Source: an optimization exercise on an open RTL-to-GDS flow (aim: small area, a short achievable clock period and few clock cycles). Production flows keep margins and buffers that such runs may drop. At most, simulation tests tie the RTL to the original design; equivalence was not proved. For run 3, only the layout was checked, not whether the RTL still works. Power is estimated from default activity; no workload was simulated.

### design.v
package csr_nfa_pkg;
	typedef logic [8-1:0] symbol_t;
	typedef logic [24-1:0] state_idx_t;
	typedef logic [16-1:0] line_addr_t;
	typedef logic [128-1:0] mem_line_t;
	typedef logic [4-1:0] lane_mask_t;
	typedef enum logic [1:0] {scan_wait_char, scan_probe, scan_visit, scan_swap} scan_state_e;
	typedef enum logic [2:0] {fetch_idle, fetch_ptr_read, fetch_ptr_wait, fetch_ptr_second,
		fetch_edge_read, fetch_edge_wait} fetch_state_e;
	function automatic logic [32-1:0] lane_word(input mem_line_t line,
		input logic [1:0] lane);
		lane_word = line[128-1-lane*32 -: 32];
	endfunction
endpackage
`timescale 1ns/1ns
module csr_nfa_top
(
	input logic clk,
	input logic reset,
	input csr_nfa_pkg::state_idx_t num_states,
	output logic char_ready,
	input logic char_valid,
	input csr_nfa_pkg::symbol_t char_a,
	input csr_nfa_pkg::symbol_t char_b,
	output logic rd_en,
	output csr_nfa_pkg::line_addr_t rd_addr,
	input csr_nfa_pkg::mem_line_t rd_data,
	output logic accept_a,
	output logic accept_b
);
	localparam int NS = 64;    
	localparam int NL = NS / 4 + 1;         
	localparam int PW = 18;                 
	function automatic logic [NL-1:0] low_oh(input logic [NL-1:0] v);
		logic seen;
		seen = 1'b0;
		for (int i = 0; i < NL; i++)
		begin
			low_oh[i] = v[i] && !seen;
			seen = seen || v[i];
		end
	endfunction
	function automatic logic [4:0] enc17(input logic [NL-1:0] oh);
		enc17 = '0;
		for (int i = 0; i < NL; i++)
			if (oh[i])
				enc17 = enc17 | 5'(i);
	endfunction
	function automatic logic [PW-1:0] add_base(input logic [PW-1:0] p, input logic [6:0] b);
		logic [7:0] lo;
		logic [PW-8:0] hi1;
		lo = {1'b0, p[6:0]} + {1'b0, b};
		hi1 = p[PW-1:7] + 1'b1;
		add_base = {lo[7] ? hi1 : p[PW-1:7], lo[6:0]};
	endfunction
	function automatic logic [NL-1:0] dec17(input logic [4:0] g);
		for (int i = 0; i < NL; i++)
			dec17[i] = (g == 5'(i));
	endfunction
	function automatic logic [NL-1:0] need_lines(input logic [NS-1:0] u);
		logic [NS+4:0] ext;
		ext = {4'b0, u, 1'b0};
		for (int g = 0; g < NL; g++)
			need_lines[g] = |ext[4*g +: 5];
	endfunction
	function automatic logic [3:0] line_flags(input logic [NS-1:0] u, input logic [NL-1:0] oh);
		logic [NS+3:0] ext;
		ext = {3'b0, u, 1'b0};
		line_flags = '0;
		for (int g = 0; g < NL; g++)
			line_flags = line_flags | (ext[4*g +: 4] & {4{oh[g]}});
	endfunction
	logic [6:0] n1_q;
	logic [5:0] nm1_q;
	always_ff @(posedge clk)
		if (reset)
		begin
			n1_q <= num_states[6:0] + 7'd1;
			nm1_q <= num_states[5:0] - 6'd1;
		end
	logic running;
	logic quiet;
	logic quiet_d;
	csr_nfa_pkg::symbol_t ca_q;
	csr_nfa_pkg::symbol_t cb_q;
	logic [NS-1:0] cur_a;
	logic [NS-1:0] cur_b;
	logic [NS-1:0] nxt_a;
	logic [NS-1:0] nxt_b;
	logic [NL-1:0] pend;
	logic ir_en;
	logic [15:0] ir_addr;
	logic ir_ptr;
	logic ir_spec;
	logic ir_edge;
	logic [3:0] ir_la;
	logic [3:0] ir_lb;
	logic dt_ptr;
	logic dt_spec;
	logic dt_edge;
	logic [3:0] dt_la;
	logic [3:0] dt_lb;
	logic spec_held;
	logic [PW-1:0] hp [5];
	logic [PW-1:0] raw3;
	logic [3:0] heq;
	logic [3:0] rem_a;
	logic [3:0] rem_b;
	logic [3:0] acc_pa;
	logic [3:0] acc_pb;
	logic s_busy;
	logic ir_first;
	logic [15:0] s_line;
	logic [15:0] s_last;
	logic [1:0] s_ll;
	logic s_a;
	logic s_b;
	logic [1:0] s_idx;
	logic s_inhold;
	logic [3:0] lm_a;
	logic [3:0] lm_b;
	logic [5:0] lt [4];
	logic [6:0] cnt_a;
	logic [6:0] cnt_b;
	assign rd_en = ir_en;
	assign rd_addr = ir_addr;
	logic ready_q;
	assign char_ready = ready_q;
	logic [NS-1:0] hit_a;
	logic [NS-1:0] hit_b;
	always_comb
	begin
		logic [7:0] hi_oh [4];
		logic [7:0] lo_oh [4];
		for (int l = 0; l < 4; l++)
			for (int k = 0; k < 8; k++)
			begin
				hi_oh[l][k] = (lt[l][5:3] == 3'(k));
				lo_oh[l][k] = (lt[l][2:0] == 3'(k));
			end
		for (int j = 0; j < NS; j++)
		begin
			hit_a[j] = 1'b0;
			hit_b[j] = 1'b0;
			for (int l = 0; l < 4; l++)
			begin
				hit_a[j] = hit_a[j] | (lm_a[l] & hi_oh[l][j/8] & lo_oh[l][j%8]);
				hit_b[j] = hit_b[j] | (lm_b[l] & hi_oh[l][j/8] & lo_oh[l][j%8]);
			end
		end
	end
	logic [NS-1:0] new_a;
	logic [NS-1:0] new_b;
	logic [NL-1:0] need_new;
	logic [NL-1:0] low_new;
	assign new_a = nxt_a | hit_a;
	assign new_b = nxt_b | hit_b;
	assign need_new = need_lines(new_a | new_b);
	assign low_new = low_oh(need_new);
	logic [PW-1:0] lane_p [4];
	logic [3:0] p_eq;
	always_comb
	begin
		for (int l = 0; l < 4; l++)
			lane_p[l] = rd_data[128-1-32*l-14 -: PW];
		p_eq[0] = (raw3 == lane_p[0]);
		for (int l = 1; l < 4; l++)
			p_eq[l] = (lane_p[l-1] == lane_p[l]);
	end
	logic spec_have;
	logic [3:0] spec_eq;
	assign spec_have = dt_spec || spec_held;
	assign spec_eq = dt_spec ? p_eq : heq;
	logic [3:0] rem;
	logic [3:0] d_oh;
	logic [PW-1:0] d_lo;
	logic [PW-1:0] d_hi;
	logic [PW-1:0] d_s;
	logic [PW-1:0] d_s4;
	logic [PW-1:0] d_e;
	logic [PW-1:0] d_lastw;
	logic [3:0] d_mask;
	logic d_a;
	logic d_b;
	assign rem = rem_a | rem_b;
	assign d_oh = rem & ~{rem[2:0] | {rem[1:0], 1'b0} | {rem[0], 2'b0}, 1'b0};
	always_comb
	begin
		d_lo = '0;
		d_hi = '0;
		for (int i = 0; i < 4; i++)
			if (d_oh[i])
			begin
				d_lo = hp[i];
				d_hi = hp[i+1];
			end
		d_s = d_lo;
		d_s4 = {d_lo[PW-1:2] + 16'd1, d_lo[1:0]};
		d_lastw = d_hi - 1'b1;
		for (int l = 0; l < 4; l++)
			d_mask[l] = (2'(l) >= d_s[1:0]);
		d_a = |(rem_a & d_oh);
		d_b = |(rem_b & d_oh);
	end
	logic rem_single;
	logic s_is_last;
	logic hold_ok;
	logic edge_ok;
	logic ptr_issue;
	logic spec_issue;
	logic merge;
	logic [3:0] s_mask;
	logic [NL-1:0] ptr_oh;
	logic [7:0] cnt_a_nx;
	logic [7:0] cnt_b_nx;
	logic quiet_next;
	logic fl_last;
	logic s_act;
	assign fl_last = ir_first && (ir_addr == s_last);
	assign s_act = s_busy && !fl_last;
	assign rem_single = (d_oh == rem);
	assign s_is_last = (s_line == s_last);
	assign hold_ok = (rem == '0) || (rem_single && (!s_act || s_is_last));
	assign edge_ok = running;
	assign cnt_a_nx = 8'(cnt_a) - 8'(cnt_a != '0) + 8'(acc_pa[0]) + 8'(acc_pa[1]) + 8'(acc_pa[2]) + 8'(acc_pa[3]);
	assign cnt_b_nx = 8'(cnt_b) - 8'(cnt_b != '0) + 8'(acc_pb[0]) + 8'(acc_pb[1]) + 8'(acc_pb[2]) + 8'(acc_pb[3]);
	assign quiet_next = running && !quiet && (pend == '0) && !ir_ptr && !ir_edge && !dt_ptr
		&& (rem == '0) && !s_act && (cnt_a <= 7'd1) && (acc_pa == '0) && (cnt_b <= 7'd1) && (acc_pb == '0);
	logic [3:0] act_next;
	logic ptr_norm;
	logic early_ok;
	assign act_next = dt_la | dt_lb;
	assign early_ok = dt_ptr && (rem == '0) && (!s_act || s_is_last) && ((act_next & (act_next - 4'd1)) == '0);
	assign ptr_norm = !dt_ptr && !dt_spec && hold_ok;
	assign ptr_issue = !quiet && (pend != '0) && !ir_ptr && (ptr_norm || early_ok);
	assign spec_issue = running && !quiet && (pend == '0) && (rem == '0) && !s_act
		&& !ir_ptr && !dt_ptr && !ir_spec && !dt_spec && !spec_held && need_new[0];
	assign ptr_oh = low_oh(pend);
	logic gap_empty;
	logic [1:0] d_idx;
	always_comb
	begin
		gap_empty = 1'b1;
		d_idx = '0;
		for (int k = 0; k < 4; k++)
		begin
			if (d_oh[k])
				d_idx = 2'(k);
			if ((2'(k) > s_idx) && ((d_oh >> (k + 1)) != '0) && !heq[k])
				gap_empty = 1'b0;
		end
	end
	assign merge = s_act && s_is_last && s_inhold && (rem != '0) && (s_ll != 2'd3) && gap_empty;
	always_comb
		for (int l = 0; l < 4; l++)
			s_mask[l] = !s_is_last || (2'(l) <= s_ll);
	logic edge_go;
	assign edge_go = edge_ok && !quiet && !ptr_issue && (s_act || rem != '0);
	always_ff @(posedge clk)
	begin
		if (reset)
		begin
			ir_en <= 1'b1;
			ir_addr <= '0;
			ir_ptr <= 1'b1;
			ir_spec <= 1'b0;
			ir_edge <= 1'b0;
			s_busy <= 1'b0;
		end
		else
		begin
			ir_en <= 1'b0;
			ir_ptr <= 1'b0;
			ir_first <= 1'b0;
			if (fl_last)
				s_busy <= 1'b0;
			ir_spec <= 1'b0;
			ir_edge <= 1'b0;
			if (ptr_issue)
			begin
				ir_en <= 1'b1;
				ir_ptr <= 1'b1;
				ir_addr <= {11'd0, enc17(ptr_oh)};
			end
			else if (spec_issue)
			begin
				ir_en <= 1'b1;
				ir_spec <= 1'b1;
				ir_addr <= '0;
			end
			else if (edge_go && s_act)
			begin
				ir_en <= 1'b1;
				ir_edge <= 1'b1;
				ir_addr <= s_line;
				ir_la <= (s_a ? s_mask : 4'd0) | ((merge && d_a) ? d_mask : 4'd0);
				ir_lb <= (s_b ? s_mask : 4'd0) | ((merge && d_b) ? d_mask : 4'd0);
				s_line <= s_line + 16'd1;
				if (s_is_last)
				begin
					s_idx <= d_idx;
					s_busy <= merge;
					ir_first <= merge;
					s_last <= d_lastw[PW-1:2];
					s_ll <= d_lastw[1:0];
					s_a <= d_a;
					s_b <= d_b;
				end
			end
			else if (edge_go)
			begin
				ir_en <= 1'b1;
				ir_edge <= 1'b1;
				ir_addr <= d_s[PW-1:2];
				ir_la <= d_a ? d_mask : 4'd0;
				ir_lb <= d_b ? d_mask : 4'd0;
				s_busy <= 1'b1;
				ir_first <= 1'b1;
				s_idx <= d_idx;
				s_line <= d_s4[PW-1:2];
				s_last <= d_lastw[PW-1:2];
				s_ll <= d_lastw[1:0];
				s_a <= d_a;
				s_b <= d_b;
			end
		end
	end
	always_ff @(posedge clk)
	begin
		if (dt_ptr || dt_spec || reset)
			s_inhold <= 1'b0;
		else if (edge_go && !s_act)
			s_inhold <= 1'b1;
		if (dt_ptr || dt_spec)
		begin
			hp[0] <= hp[4];
			raw3 <= lane_p[3];
			for (int l = 0; l < 4; l++)
			begin
				hp[l+1] <= add_base(lane_p[l], n1_q);
			end
			heq <= p_eq;
		end
	end
	logic take;
	assign take = running;
	always_ff @(posedge clk)
	begin
		if (reset)
		begin
			rem_a <= '0;
			rem_b <= '0;
			acc_pa <= '0;
			acc_pb <= '0;
			spec_held <= 1'b0;
		end
		else
		begin
			if (take)
			begin
				acc_pa <= '0;
				acc_pb <= '0;
			end
			if (quiet)
			begin
				spec_held <= 1'b0;
				rem_a <= spec_have ? ({new_a[2:0], 1'b0} & ~spec_eq) : 4'd0;
				rem_b <= spec_have ? ({new_b[2:0], 1'b0} & ~spec_eq) : 4'd0;
				acc_pa <= spec_have ? ({new_a[2:0], 1'b0} & spec_eq) : 4'd0;
				acc_pb <= spec_have ? ({new_b[2:0], 1'b0} & spec_eq) : 4'd0;
			end
			else if (dt_ptr)
			begin
				rem_a <= dt_la & ~p_eq;
				rem_b <= dt_lb & ~p_eq;
				acc_pa <= dt_la & p_eq;
				acc_pb <= dt_lb & p_eq;
			end
			else if (dt_spec && quiet_d)
			begin
				rem_a <= pend[0] ? ({cur_a[2:0], 1'b0} & ~p_eq) : 4'd0;
				rem_b <= pend[0] ? ({cur_b[2:0], 1'b0} & ~p_eq) : 4'd0;
				acc_pa <= pend[0] ? ({cur_a[2:0], 1'b0} & p_eq) : 4'd0;
				acc_pb <= pend[0] ? ({cur_b[2:0], 1'b0} & p_eq) : 4'd0;
			end
			else
			begin
				if (dt_spec)
					spec_held <= 1'b1;
				if (edge_go && (s_act ? merge : 1'b1))
				begin
					rem_a <= rem_a & ~d_oh;
					rem_b <= rem_b & ~d_oh;
				end
			end
		end
	end
	always_ff @(posedge clk)
	begin
		if (char_valid && char_ready)
		begin
			ca_q <= char_a;
			cb_q <= char_b;
		end
	end
	always_ff @(posedge clk)
	begin
		if (reset)
		begin
			running <= 1'b0;
			quiet <= 1'b0;
			quiet_d <= 1'b0;
			ready_q <= 1'b1;
			cur_a <= NS'(1);
			cur_b <= NS'(1);
			nxt_a <= '0;
			nxt_b <= '0;
			pend <= NL'(1);
			dt_ptr <= 1'b0;
			dt_spec <= 1'b0;
			dt_edge <= 1'b0;
		end
		else
		begin
			quiet <= quiet_next;
			quiet_d <= quiet;
			ready_q <= quiet_next || (quiet ? !char_valid : (!running && !char_valid));
			if (!running && char_valid)
				running <= 1'b1;
			if (quiet)
			begin
				running <= char_valid;
				cur_a <= new_a;
				cur_b <= new_b;
				nxt_a <= '0;
				nxt_b <= '0;
				pend <= need_new & {{(NL-1){1'b1}}, !spec_have};
			end
			else
			begin
				nxt_a <= new_a;
				nxt_b <= new_b;
				if (ir_ptr && (running || char_valid))
					pend <= pend & ~low_oh(pend);
				else if (dt_spec && quiet_d)
					pend <= pend & {{(NL-1){1'b1}}, 1'b0};
			end
			dt_ptr <= ir_ptr && (running || char_valid);
			dt_spec <= ir_spec;
			dt_edge <= ir_edge;
		end
	end
	logic [3:0] lane_cap;
	always_comb
		for (int l = 0; l < 4; l++)
			lane_cap[l] = !fl_last || (2'(l) <= s_ll);
	always_ff @(posedge clk)
	begin
		if (ir_ptr)
		begin
			dt_la <= line_flags(cur_a, dec17(ir_addr[4:0]));
			dt_lb <= line_flags(cur_b, dec17(ir_addr[4:0]));
		end
		else
		begin
			dt_la <= ir_la & lane_cap;
			dt_lb <= ir_lb & lane_cap;
		end
	end
	logic [7:0] thr_hi;
	logic [7:0] eq_hi;
	logic [7:0] thr_lo;
	always_comb
		for (int k = 0; k < 8; k++)
		begin
			thr_hi[k] = (3'(k) < nm1_q[5:3]);
			eq_hi[k] = (3'(k) == nm1_q[5:3]);
			thr_lo[k] = (3'(k) <= nm1_q[2:0]);
		end
	always_ff @(posedge clk)
	begin
		logic [32-1:0] w;
		logic ok;
		for (int l = 0; l < 4; l++)
		begin
			w = csr_nfa_pkg::lane_word(rd_data, 2'(l));
			ok = !reset && dt_edge && (w[23:6] == '0)
				&& (thr_hi[w[5:3]] || (eq_hi[w[5:3]] && thr_lo[w[2:0]]));
			lm_a[l] <= ok && dt_la[l] && (w[31:24] == ca_q);
			lm_b[l] <= ok && dt_lb[l] && (w[31:24] == cb_q);
			lt[l] <= w[5:0];
		end
	end
	always_ff @(posedge clk)
	begin
		if (reset)
		begin
			cnt_a <= '0;
			cnt_b <= '0;
			accept_a <= 1'b0;
			accept_b <= 1'b0;
		end
		else
		begin
			accept_a <= take && (cnt_a != '0);
			accept_b <= take && (cnt_b != '0);
			if (take)
			begin
				cnt_a <= cnt_a_nx[6:0];
				cnt_b <= cnt_b_nx[6:0];
			end
		end
	end
endmodule
### flow/run.sh
#!/bin/bash
# The standard layout, with repair_timing aiming at a larger setup margin
# and plain buffers (instead of the default delay-cell buffers) on the ports
set -euo pipefail
bash standard.sh SETUP_SLACK_MARGIN=6.3 "BUFFER_PORTS_ARGS=-buffer_cell sky130_fd_sc_hd__buf_2" finish > standard_run.log 2>&1
### standard.sh
#!/bin/bash
# synth_recipe.tcl (not shown) runs the flow's synth.tcl, then flattens the netlist and writes it again
# the make line also repeats each setting of config.mk as NAME=value (left out here)
make -C /OpenROAD-flow-scripts/flow DESIGN_CONFIG=/design/flow/config.mk WORK_HOME=/design/flow/orfs CLKGATE_MAP_FILE= SYNTH_SCRIPT=/design/flow/synth_recipe.tcl "${@:-finish}"
### config.mk
export PLATFORM = sky130hd
export DESIGN_NAME = csr_nfa_top
export DESIGN_NICKNAME = csr_nfa_top
export VERILOG_FILES = /design/flow/design.v
export SDC_FILE = /design/flow/constraint.sdc
export NUM_CORES = 4
export LEC_CHECK = 0
export ABC_AREA = 0
export CAP_MARGIN = 35
export CELL_PAD_IN_SITES_DETAIL_PLACEMENT = 0
export CELL_PAD_IN_SITES_GLOBAL_PLACEMENT = 1
export CORE_MARGIN = 2
export CORE_UTILIZATION = 45
export CTS_CLUSTER_DIAMETER = 80
export CTS_CLUSTER_SIZE = 22
export SETUP_SLACK_MARGIN = 5
export SLEW_MARGIN = 35
### constraint.sdc
create_clock -name core_clock -period 10.0 [get_ports {clk}]
set_input_delay 2.0000 -clock core_clock [delete_from_list [all_inputs] [get_ports {clk}]]
set_output_delay 2.0000 -clock core_clock [all_outputs]
set_load 0.01 [all_outputs]
==> results of run 1 <==
[flip-flops by register name (all words and copies together) (netlist names), 16 cells and up]
| signal | count |
|---|---|
| lt | 24 |
| nxt_a | 64 |
| raw3 | 18 |
| ir_addr | 16 |
| nxt_b | 64 |
| hp | 90 |
| s_last | 16 |
| cur_b | 64 |
| pend | 17 |
| s_line | 16 |
| cur_a | 64 |
[repair_timing]
action	in CTS	in global routing
pin swaps	5	13
cloned	4	1
hold buffers	0	0
buffers inserted	3	11
setup endpoints to repair	179	137
resized for setup	23	36
[cell usage after synthesis, types with 7 or more instances]
library cell and count:
a211oi_1 28, a21o_1 16, a21oi_1 60, a221o_1 25
a221oi_1 24, a222oi_1 13, a22o_1 106, a22oi_1 29
and2_1 9, and3_1 15, buf_1 17, buf_2 23
clkbuf_1 139, dfxtp_1 375, edfxtp_1 186, fa_1 10
ha_1 72, inv_1 117, maj3_1 9, mux2_2 7
mux2i_1 27, nand2_1 230, nand2b_1 21, nand3_1 85
nand3b_1 12, nand4_1 59, nor2_1 296, nor2b_1 21
nor3_1 198, nor3b_1 16, nor4_1 62, o211ai_1 7
o21ai_0 214, o21bai_1 16, o22ai_1 186, o31ai_1 10
or2_2 10, or3_1 7, or3b_2 13, or4b_2 8
xnor2_1 115, xor2_1 165
[logic make-up (layout without fill, tap and decap cells)]
group           Yosys count  after routing  synth area share
buf+inv                 305            446            0.0414
other cells               0              2                 0
flops                   561            561             0.451
compound gates          793            794             0.186
simple gates           1088           1092             0.183
mux                      36             36            0.0129
fa+ha+maj                91             91            0.0410
xor+xnor                280            280            0.0845
[power by group through the flow]
stage | Combinational (uW) | Sequential [uW] | Clock (uW)
3_3_place_gp | 1710 | 2810 | 0
6_report | 1850 | 2780 | 1660
3_5_place_dp | 1750 | 2810 | 0
2_1_floorplan | 1280 | 2700 | 0
5_1_grt | 2030 | 2790 | 1770
4_1_cts | 1790 | 2770 | 1690
[final cells by class]
class                      instances  area, um2  area share
antenna                            2       5.00    0.000153
clock inverter                    18        170     0.00519
tap                              855       1070      0.0327
multi-input combinational       2293      15400       0.469
sequential                       561      13100       0.400
clock buffer                      44       1040      0.0316
timing repair buffer             265       1560      0.0477
inverter                         119        453      0.0138
[per-stage QoR]
step | setup WS (ps) | cell area [um2] | power, uW | hold WS (ps) | cells
after global placement | 5360 | 31000 | 4520 | 431 | 4073
after floorplan | 6250 | 29200 | 3980 | 421 | 3154
after detailed placement | 5350 | 31100 | 4560 | 443 | 4073
after CTS | 6290 | 32500 | 6250 | 463 | 4142
final | 6340 | 32800 | 6290 | 460 | 4157
after global routing | 6260 | 32800 | 6590 | 471 | 4155
[routing by layer]
layer,up-vias,global-route usage,wire (um)
met2,1399,0.495,48900
met4,4,0.0967,3320
met5,-,0,170
met3,220,0.108,13500
li1,11900,-,-
met1,12800,0.481,50500
[final timing paths]
| check | to | depth (start not counted) | slack [ps] | start |
|---|---|---|---|---|
| setup / recovery | hp[4][12] | 10 | 6340 | rd_data[1] |
| hold / removal | hp[0][9] | 0 | 460 | hp[4][9] |
| setup reg to reg | s_line[6] | 10 | 6470 | rem_b[0] |
| hold reg to reg | hp[0][9] | 0 | 460 | hp[4][9] |
[worst max-delay path: stages]
cell	delay, ps
buf_2	180
ha_4	220
a21o_1	160
a21oi_2	160
o21bai_1	110
a21oi_2	190
o21bai_2	110
a21oi_4	290
nor3b_1	120
xor2_1	440
==> flow_summary_export.csv, run 1 <==
group,metric,value,unit
sta,tightest_slew,1050,ps
pwr,combPwrFrac,0.294,
grt,first_global_vias,24800,
setup_path,cp.arrival,3990,ps
cells_and_area,layout_common_cells,"363 x dfxtp_1, 290 x nor2_1, 227 x nand2_1",
pwr,p_per_area,192,nW/um2
sta,grt_setup_unrepaired,"yes",
cts,cts_tree,"built",
placement,place_congestion,0.947,
drt,routed_wl,116000,um
sta,hold_viol,0,
drt,wl_per_cell,28.0,um
cts,htree_levels,2,
floorplanning,die_h,258,um
setup_path,worstPathRequired,10330,ps
setup_path,end_kind,"flip-flop",
sta,fin_skew,39.0,ps
drt,drt_first_pass_iters,8,
cts,cts_root_buf,"clkbuf_16",
cells_and_area,area_growth,12.8,%
sta,finalCritPeriodShare,0.366,
pwr,p_switching,2210,uW
drt,routed-via-count,26300,
grt,antenna_found_initial,4,
setup_path,path_class,"input port to flip-flop",
pwr,p_seq_frac,0.442,
floorplanning,initial_core_util,0.453,
grt,grt_max_degree,127,
placement,portBuffers,173,
sta,timing.fmax,0.273,GHz
cts,cts_buffer_depth,3,
yosys,async_flop_share,0,
yosys,synth_ff_type,"dfxtp_1",
yosys,yosysSeqAreaShare,0.451,
cts,numCtsBuffers,37,
pwr,irDropWorstVdd,0.129,mV
pwr,swShare,0.351,
yosys,yosysWarnings,6,
yosys,ys_seq_elements,561,
cells_and_area,utilization,0.511,
sta,finalSetupViolCount,0,
drt,drt_iter0_markers,3266,
yosys,avgSynthCellArea,9.21,um2
floorplanning,core-area,64100,um2
worst_hold_path,hold_path.class,"flip-flop to flip-flop",
pwr,p_int,4080,uW
outcome,status,"finished clean",
placement,hpwlAfterDp,84300,um
setup_path,timing.critical_path.fanout_max,10,
yosys,synth_top_area_share,0.259,
run,drv_cap,0,
sta,drv_slew,0,
floorplanning,rows,93,
cells_and_area,nets,3530,
cts,clk_pin_slew,80,ps
yosys,netlist_area,29000,um2
drt,drcViolationCount,0,
cts,clkLatencyLatePin,610,ps
yosys,synth_area_leaders,"dfxtp_1 26%, edfxtp_1 19%, xor2_1 5.0%, o22ai_1 4.0%, nor2_1 3.8%",
grt,grt_pass1_wl,167000,um
yosys,synth_edf_count,186,
sta,post-route-min-period,3660,ps
cells_and_area,fill_cells,5990,
pwr,p_clk_frac,0.264,
setup_path,critPathLaunchType,"input port",
grt,track_usage,0.339,
floorplanning,die_area,66600,um2
floorplanning,io-pin-count,191,
yosys,syn-num-nets,3407,
grt,grt.overflow.total,0,
cts,clkSinkCount,561,
cells_and_area,layout_commonest_cell,"dfxtp_1",
yosys,synth_cell_types,90,
floorplanning,die_width,258,um
yosys,syn_inst,3154,
drt,ant_nets,0,
drt,vias_per_cell,6.32,
pwr,p_leak,0.0121,uW
sta,setup_tns,0,ps
cells_and_area,final_layout_size_suffix_gt1_frac,0.149,
sta,slew_headroom,0.297,
yosys,yosysTopAreaCell,"dfxtp_1",
Testbench counts, summed over its fixed seeds: cycles 100,107.
==> run 2: changes to the inputs <==
==> flow/run.sh (replaced) <==
#!/bin/bash
# The standard layout, with repair_timing aiming at a larger setup margin
# and plain buffers (instead of the default delay-cell buffers) on the ports
set -euo pipefail
bash standard.sh SETUP_SLACK_MARGIN=6.9 "BUFFER_PORTS_ARGS=-buffer_cell sky130_fd_sc_hd__buf_2" finish > standard_run.log 2>&1
==> run 2 against run 1 <==
- sequential power hardly changed
- synthesized area is the same
- final cell count rose by 4.2%
- utilization is 5.9 points higher
- total power increased by 11%
- setup slack improved by 240 ps
- final area rose by 12%
- first-iteration DRC count increased by 2.6%
- routed wire length rose by 3.2%
- largest cell class unchanged
==> flow_summary_export.csv, run 2 <==
group,metric,value,unit
sta,post-route-min-period,3430,ps
drt,routed_wl,120000,um
cts,clk_pin_slew,90,ps
drt,wl_per_cell,27.7,um
yosys,ys_seq_elements,561,
yosys,async_flop_share,0,
grt,track_usage,0.346,
yosys,syn-num-nets,3407,
sta,slew_headroom,0.293,
yosys,netlist_area,29000,um2
drt,drt_first_pass_iters,6,
setup_path,crit_family,"compound AO/OA/AOI/OAI gates",
setup_path,worstPathRequired,10420,ps
grt,antenna_found_initial,5,
cells_and_area,largest_reg_flops,90,
sta,drv_slew,0,
grt,grt_max_degree,126,
yosys,yosysWarnings,6,
yosys,synth_area_leaders,"dfxtp_1 26%, edfxtp_1 19%, xor2_1 5.0%, o22ai_1 4.0%, nor2_1 3.8%",
drt,vias_per_cell,6.29,
cells_and_area,nets,3702,
drt,drcViolationCount,0,
setup_path,timing.critical_path.fanout_max,5,
setup_path,critPathLaunchType,"input port",
worst_hold_path,min_from,"hp[4][6]",
placement,hpwlAfterDp,84600,um
cells_and_area,area_growth,25.8,%
yosys,yosysSeqAreaShare,0.451,
yosys,synth_top_area_share,0.259,
placement,place_congestion,0.958,
floorplanning,die_area,66600,um2
pwr,p_total,6980,uW
pwr,p_leak,0.0137,uW
cts,cts_tree,"built",
floorplanning,core-area,64100,um2
grt,grt_pass1_wl,171000,um
setup_path,path_class,"input port to flip-flop",
yosys,synthMuxAreaShare,0.0129,
floorplanning,initial_core_util,0.453,
setup_path,path_buf_inv,3,
yosys,synth_cell_types,90,
cts,clkLatencyLatePin,600,ps
cells_and_area,layout_common_cells,"329 x dfxtp_1, 276 x nor2_1, 222 x nand2_1",
yosys,synth_ff_type,"dfxtp_1",
cts,cts_root_buf,"clkbuf_16",
grt,grt.overflow.total,0,
worst_hold_path,hold_path.class,"flip-flop to flip-flop",
setup_path,crit_path_top_delay_cell,"nor4bb_4",
cells_and_area,layout_commonest_cell,"dfxtp_1",
yosys,yosysTopAreaCell,"dfxtp_1",
setup_path,cp.arrival,3850,ps
cts,htree_levels,2,
yosys,syn_inst,3154,
sta,hold_viol,0,
cells_and_area,multi_input_area,16700,um2
cts,cts_buffer_depth,3,
cts,numCtsBuffers,38,
setup_path,cp-startpoint,"rd_data[1]",
yosys,synth_common_cells,"375 x dfxtp_1, 296 x nor2_1, 230 x nand2_1",
cells_and_area,top_register,"hp",
yosys,synth_compound_area_frac,0.186,
floorplanning,die_h,258,um
setup_path,critPathMaxStageDelay,270,ps
placement,portBuffers,173,
sta,timing.fmax,0.292,GHz
sta,finalSetupViolCount,0,
yosys,yosys.area_share.simple,0.183,
yosys,synthXorXnorAreaFrac,0.0845,
cells_and_area,final_layout_size_suffix_gt1_frac,0.258,
cells_and_area,regArea,13200,um2
sta,grt_setup_unrepaired,"yes",
sta,timing.hold.ws,458,ps
floorplanning,io-pin-count,191,
yosys,synth_top_family_by_area,"compound AO/OA/AOI/OAI gates",
yosys,synth_edf_count,186,
cells_and_area,fill_cells,5624,
drt,routed-via-count,27200,
drt,ant_nets,0,
setup_path,end_kind,"flip-flop",
drt,drt_iter0_markers,3351,
grt,first_global_vias,25500,
floorplanning,rows,93,
floorplanning,die_width,258,um
yosys,synth_fa_ha_area_frac,0.0410,
yosys,synth.most_common_cell,"dfxtp_1",
sta,finalCritPeriodShare,0.343,
sta,tightest_slew,1050,ps
setup_path,r2r_start,"cnt_a[4]",
pwr,irDropWorstVdd,0.138,mV
sta,fin_skew,24.8,ps
cts,clkSinkCount,561,
sta,setup_tns,0,ps
outcome,status,"finished clean",
pwr,p_per_area,191,nW/um2
run,drv_cap,0,
yosys,avgSynthCellArea,9.21,um2
setup_path,cp_cell_sequence,"buf_12 -> ha_4 -> a21o_1 -> a21oi_2 -> o21bai_1 -> a21oi_2 -> o21bai_2 -> a21oi_4 -> buf_12 -> buf_6 -> nor4bb_4 -> xor2_1",
run 2: cells by family (layout without fill, tap and decap cells):
group / after synthesis / count (layout)
AOI/OAI and AO/OA: 793 / 794
xor gates and xnor gates: 280 / 280
adders and majority gates: 91 / 91
buffers and inverters: 305 / 621
DFF: 561 / 561
muxes: 36 / 36
other: 0 / 1
and+or+nand+nor: 1088 / 1093
run 2: final timing paths:
path | end | slack [ps] | cells after the start
setup / recovery | hp[4][17] | 6570 | 12
hold reg to reg | hp[0][6] | 460 | 0
setup reg to reg | cnt_a[6] | 6610 | 17
hold / removal | hp[0][6] | 460 | 0
run 2: layer usage:
layer	vias up	global-route usage	share of wire
met3	204	0.0924	0.11
met5	-	0	0.000083
met2	1409	0.513	0.43
li1	12200	-	-
met4	2	0.0941	0.029
met1	13400	0.498	0.43
run 2: power breakdown:
group / switching [uW] / internal (uW) / leakage (uW)
Clock: 911 / 841 / 0.000649
Combinational: 1350 / 1110 / 0.00830
Sequential: 194 / 2570 / 0.00479
run 2: metrics by stage:
step | std cells | setup slack, ps | area (um2) | util
finish | 4332 | 6570 | 36500 | 0.570
floorplan | 3154 | 6250 | 29700 | -
global placement | 4074 | 5290 | 31300 | 0.488
CTS | 4271 | 6600 | 35100 | 0.548
detailed placement | 4076 | 5400 | 31500 | 0.491
global route | 4331 | 6420 | 36500 | 0.570
run 2: layout make-up:
cell class,instances,area share
Sequential cell,561,0.360
Tap cell,855,0.0293
Clock inverter,18,0.00459
Multi-Input combinational cell,2294,0.458
Inverter,119,0.0128
Clock buffer,49,0.0312
Timing Repair inverter,2,0.000342
Timing Repair Buffer,433,0.103
Antenna cell,1,0.0000685
run 2: what timing repair did:
item,4_1_cts,5_1_grt
cloned,10,4
setup buffers,118,56
setup endpoints to repair,369,376
hold buffers,0,0
resized for setup,324,182
pin swaps,101,113
==> run 3: changes to the inputs <==
--- a/design.v
+++ b/design.v
@@ -46,13 +46,6 @@
 			if (oh[i])
 				enc17 = enc17 | 5'(i);
 	endfunction
-	function automatic logic [PW-1:0] add_base(input logic [PW-1:0] p, input logic [6:0] b);
-		logic [7:0] lo;
-		logic [PW-8:0] hi1;
-		lo = {1'b0, p[6:0]} + {1'b0, b};
-		hi1 = p[PW-1:7] + 1'b1;
-		add_base = {lo[7] ? hi1 : p[PW-1:7], lo[6:0]};
-	endfunction
 	function automatic logic [NL-1:0] dec17(input logic [4:0] g);
 		for (int i = 0; i < NL; i++)
 			dec17[i] = (g == 5'(i));
@@ -70,12 +63,16 @@
 		for (int g = 0; g < NL; g++)
 			line_flags = line_flags | (ext[4*g +: 4] & {4{oh[g]}});
 	endfunction
+	logic [6:0] n_q;
 	logic [6:0] n1_q;
+	logic [6:0] n5_q;
 	logic [5:0] nm1_q;
 	always_ff @(posedge clk)
 		if (reset)
 		begin
+			n_q <= num_states[6:0];
 			n1_q <= num_states[6:0] + 7'd1;
+			n5_q <= num_states[6:0] + 7'd5;
 			nm1_q <= num_states[5:0] - 6'd1;
 		end
 	logic running;
@@ -102,7 +99,6 @@
 	logic [3:0] dt_lb;
 	logic spec_held;
 	logic [PW-1:0] hp [5];
-	logic [PW-1:0] raw3;
 	logic [3:0] heq;
 	logic [3:0] rem_a;
 	logic [3:0] rem_b;
@@ -163,7 +159,7 @@
 	begin
 		for (int l = 0; l < 4; l++)
 			lane_p[l] = rd_data[128-1-32*l-14 -: PW];
-		p_eq[0] = (raw3 == lane_p[0]);
+		p_eq[0] = (hp[4] == lane_p[0]);
 		for (int l = 1; l < 4; l++)
 			p_eq[l] = (lane_p[l-1] == lane_p[l]);
 	end
@@ -194,9 +190,9 @@
 				d_lo = hp[i];
 				d_hi = hp[i+1];
 			end
-		d_s = d_lo;
-		d_s4 = {d_lo[PW-1:2] + 16'd1, d_lo[1:0]};
-		d_lastw = d_hi - 1'b1;
+		d_s = d_lo + PW'(n1_q);
+		d_s4 = d_lo + PW'(n5_q);
+		d_lastw = d_hi + PW'(n_q);
 		for (int l = 0; l < 4; l++)
 			d_mask[l] = (2'(l) >= d_s[1:0]);
 		d_a = |(rem_a & d_oh);
@@ -334,10 +330,9 @@
 		if (dt_ptr || dt_spec)
 		begin
 			hp[0] <= hp[4];
-			raw3 <= lane_p[3];
 			for (int l = 0; l < 4; l++)
 			begin
-				hp[l+1] <= add_base(lane_p[l], n1_q);
+				hp[l+1] <= lane_p[l];
 			end
 			heq <= p_eq;
 		end
==> flow/run.sh (replaced) <==
#!/bin/bash
# The standard layout, with repair_timing aiming at a larger setup margin
# and plain buffers (instead of the default delay-cell buffers) on the ports
set -euo pipefail
bash standard.sh SETUP_SLACK_MARGIN=6.6 "BUFFER_PORTS_ARGS=-buffer_cell sky130_fd_sc_hd__buf_2" finish > standard_run.log 2>&1
==> run 3 against run 2 <==
- register-to-register slack lost 520 ps
- critical path depth grew 4
- total power grew 21%
- count of clock-buffer cells in the layout grew 2
- critical endpoint is now ir_addr[14]
- global-route usage grew 0.81 points
- maximum frequency shrank 12%
- sequential power grew 4%
- synthesized cell count shrank 2.9%
- via count shrank 3.7%
- routed wire length shrank 3.0%
==> flow_summary_export.csv, run 3 <==
group,metric,value,unit
yosys,synth_edf_count,180,
yosys,synth_common_cells,"375 x dfxtp_1, 299 x nor2_1, 279 x nand2_1",
placement,portBuffers,173,
sta,finalSetupViolCount,0,
grt,grt.overflow.total,0,
cells_and_area,layout_common_cells,"358 x dfxtp_1, 281 x nor2_1, 273 x nand2_1",
drt,wl_per_cell,28.0,um
cells_and_area,area_growth,20.1,%
setup_path,cp.arrival,4380,ps
placement,hpwlAfterDp,84200,um
cells_and_area,largest_reg_flops,90,
outcome,status,"finished clean",
sta,drv_slew,0,
cts,cts_root_buf,"clkbuf_16",
worst_hold_path,worstHoldEndpoint,"cur_a[9]",
setup_path,end_kind,"flip-flop",
cells_and_area,n_antenna_cell,0,
yosys,synth_cell_types,84,
yosys,syn_inst,3063,
run,drv_cap,0,
floorplanning,die_h,253,um
floorplanning,die_width,253,um
sta,grt_setup_unrepaired,"yes",
worst_hold_path,min_from,"cur_a[9]",
drt,drcViolationCount,0,
cts,clkLatencyLatePin,610,ps
placement,place_inst,3981,
drt,vias_per_cell,6.30,
cts,clk_pin_slew,90,ps
setup_path,critPathLaunchType,"flip-flop",
sta,fin_skew,22.0,ps
drt,ant_nets,0,
pwr,p_leak,0.0126,uW
cts,cts_tree,"built",
sta,finalCritPeriodShare,0.391,
grt,first_global_vias,24600,
yosys,yosysWarnings,6,
pwr,p_per_area,250,nW/um2
floorplanning,initial_core_util,0.455,
sta,timing.fmax,0.256,GHz
yosys,ys_seq_elements,555,
sta,slew_headroom,0.305,
cells_and_area,nets,3537,
worst_hold_path,hold_depth,2,
yosys,synth_top_area_share,0.268,
drt,routed_wl,117000,um
cts,numCtsBuffers,39,
worst_hold_path,hold_path.class,"flip-flop to flip-flop",
setup_path,reg2reg_to,"ir_addr[14]",
floorplanning,io-pin-count,191,
setup_path,path_class,"flip-flop to flip-flop",
grt,track_usage,0.355,
cells_and_area,fill_cells,5559,
yosys,yosysTopAreaCell,"dfxtp_1",
sta,setup_tns,0,ps
yosys,netlist_area,28000,um2
cells_and_area,top_register,"hp",
grt,grt_pass1_wl,166000,um
cells_and_area,instances_no_fill,4164,
yosys,avgSynthCellArea,9.14,um2
yosys,synth.most_common_cell,"dfxtp_1",
cells_and_area,layout_commonest_cell,"dfxtp_1",
sta,hold_viol,0,
placement,place_congestion,0.965,
sta,post-route-min-period,3910,ps
yosys,async_flop_share,0,
cts,cts_buffer_depth,3,
floorplanning,core-area,61600,um2
sta,tightest_slew,1030,ps
setup_path,rr_worst_depth,16,
yosys,synth_area_leaders,"dfxtp_1 27%, edfxtp_1 19%, xor2_1 5.3%, o22ai_1 4.2%, nor2_1 4.0%",
cts,htree_levels,2,
grt,antenna_found_initial,3,
cells_and_area,final_layout_size_suffix_gt1_frac,0.207,
floorplanning,die_area,64200,um2
setup_path,r2r_start,"rem_a[0]",
drt,routed-via-count,26200,
setup_path,worstPathRequired,10470,ps
yosys,synth_ff_type,"dfxtp_1",
cts,hold_buffers,0,
cts,clkSinkCount,555,
pwr,irDropWorstVdd,0.147,mV
yosys,syn-num-nets,3300,
grt,grt_max_degree,109,
drt,drt_iter0_markers,3352,
drt,drt_first_pass_iters,8,
setup_path,timing.critical_path.fanout_max,7,
setup_path,r2r_setup_slack,6090,ps
floorplanning,rows,91,
yosys,yosysSeqAreaShare,0.461,
## run 3: cell types whose count changed in the layout (fill, tap and decap cells not counted), moves of 19 or more
cell | before | now
a22oi_1 | 28 | 47
o21ai_0 | 202 | 161
buf_4 | 206 | 166
xor2_2 | 21 | 2
nand2_1 | 222 | 273
buf_6 | 61 | 22
a21oi_1 | 35 | 57
dfxtp_1 | 329 | 358
xor2_1 | 143 | 166
xnor2_1 | 100 | 71
o211ai_1 | 7 | 35
buf_2 | 118 | 158
dfxtp_2 | 39 | 13
inv_1 | 96 | 70
## run 3: cells by family (layout without fill, tap and decap cells)
family / Yosys count / after routing / synth area share
xor gates and xnor gates: 247 / 247 / 0.0772
and+or+nand+nor: 1118 / 1120 / 0.193
adders and majority gates: 86 / 86 / 0.0388
muxes: 20 / 20 / 0.00715
AOI/OAI and AO/OA: 771 / 771 / 0.186
buffers and inverters: 266 / 528 / 0.0369
DFF: 555 / 555 / 0.461
## run 3: final cells by class
type	count	area, um2	share of cell area
Multi-Input combinational cell	2244	15200	0.452
Sequential cell	555	12900	0.385
Timing Repair Buffer	371	2750	0.0818
Clock buffer	51	1140	0.0338
Tap cell	837	1050	0.0311
Inverter	89	348	0.0103
Clock inverter	17	219	0.00651
## run 3: worst max-delay path, cell delays in order, from the launching register on
cell and delay (ps):
dfxtp_4 370, or4_4 540, or3_4 380, buf_12 160, o22ai_4 140, a21oi_2 50, ha_2 180, inv_2 50
fa_2 270, nor2b_2 70, o31a_1 280, o311a_4 350, o2111ai_4 300, nor3_2 70, xor2_1 140, mux2i_1 310
o22ai_1 120
## run 3: power by group
part           leakage (uW)  switching (uW)  internal [uW]
Clock              0.000661             912            867
Combinational       0.00717            2140           1630
Sequential          0.00473             257           2610
## run 3: worst max path at each step
stage                     depth (start not counted)     start           to
after floorplan                                  19  rem_a[0]   s_last[12]
after global placement                            7     reset      pend[5]
after detailed placement                          7     reset      pend[5]
after CTS                                        13  rem_a[0]  ir_addr[13]
after global routing                             16  rem_a[0]  ir_addr[14]
final                                            16  rem_a[0]  ir_addr[14]
## run 3: what timing repair did
item	CTS	global route
pin swaps	79	80
cloned	3	1
endpoints found under the setup margin	350	226
gates resized for setup	176	83
setup buffers	76	34
hold endpoints to repair	0	0
## run 3: routing by layer
metal  vias to the layer above  global-route usage  wire (um)
li1                      11800                   -          -
met1                     12900               0.505      50700
met2                      1363               0.527      49800
met3                       180              0.0964      12900
met4                         2              0.0932       3040
met5                         -              0.0154        132
## run 3: through the flow
stage	instance area, um2	hold WS, ps	util	worst slack, ps	total power, uW
2_1_floorplan	28200	424	-	6060	4800
3_3_place_gp	30100	434	0.489	4990	5680
3_5_place_dp	30200	442	0.490	4970	5750
4_1_cts	32900	463	0.534	6050	8040
5_1_grt	33600	483	0.546	6020	8790
6_report	33600	463	0.546	6090	8410

## what the ideal ports hide
The results above use ideal ports. As a check the final layouts listed here were re-extracted and re-timed, cells and wires unchanged.
Step 1 (the two cells are an assumption about what drives the block):
set clk [get_ports {clk}]
set_driving_cell -lib_cell sky130_fd_sc_hd__clkbuf_16 $clk
set_driving_cell -lib_cell sky130_fd_sc_hd__buf_2 [delete_from_list [all_inputs] $clk]
Step 2 moves the port delays by t, midway between the first and last clock arrival at a register: inputs arrive t later, outputs are due t later. That takes back most of the time a late clock gives input paths.
Slacks: no drivers / after step 1 / after step 2; pairs: no drivers / after step 1.
| run | t (ns) | setup WS [ns] | slew at the worst register clock pin (ns) |
|---|---|---|---|
| run 1 | 0.663 | 6.337 / 6.386 / 5.723 | 0.10 / 0.10 |
| run 2 | 0.657 | 6.574 / 6.591 / 5.934 | 0.10 / 0.10 |
| run 3 | 0.661 | 6.091 / 6.091 / 5.772 | 0.09 / 0.09 |
After both steps every run listed still meets setup and hold. The setup slack of run 2, which loses most, moves by +0.017 ns with the drivers and by -0.640 ns with both steps.
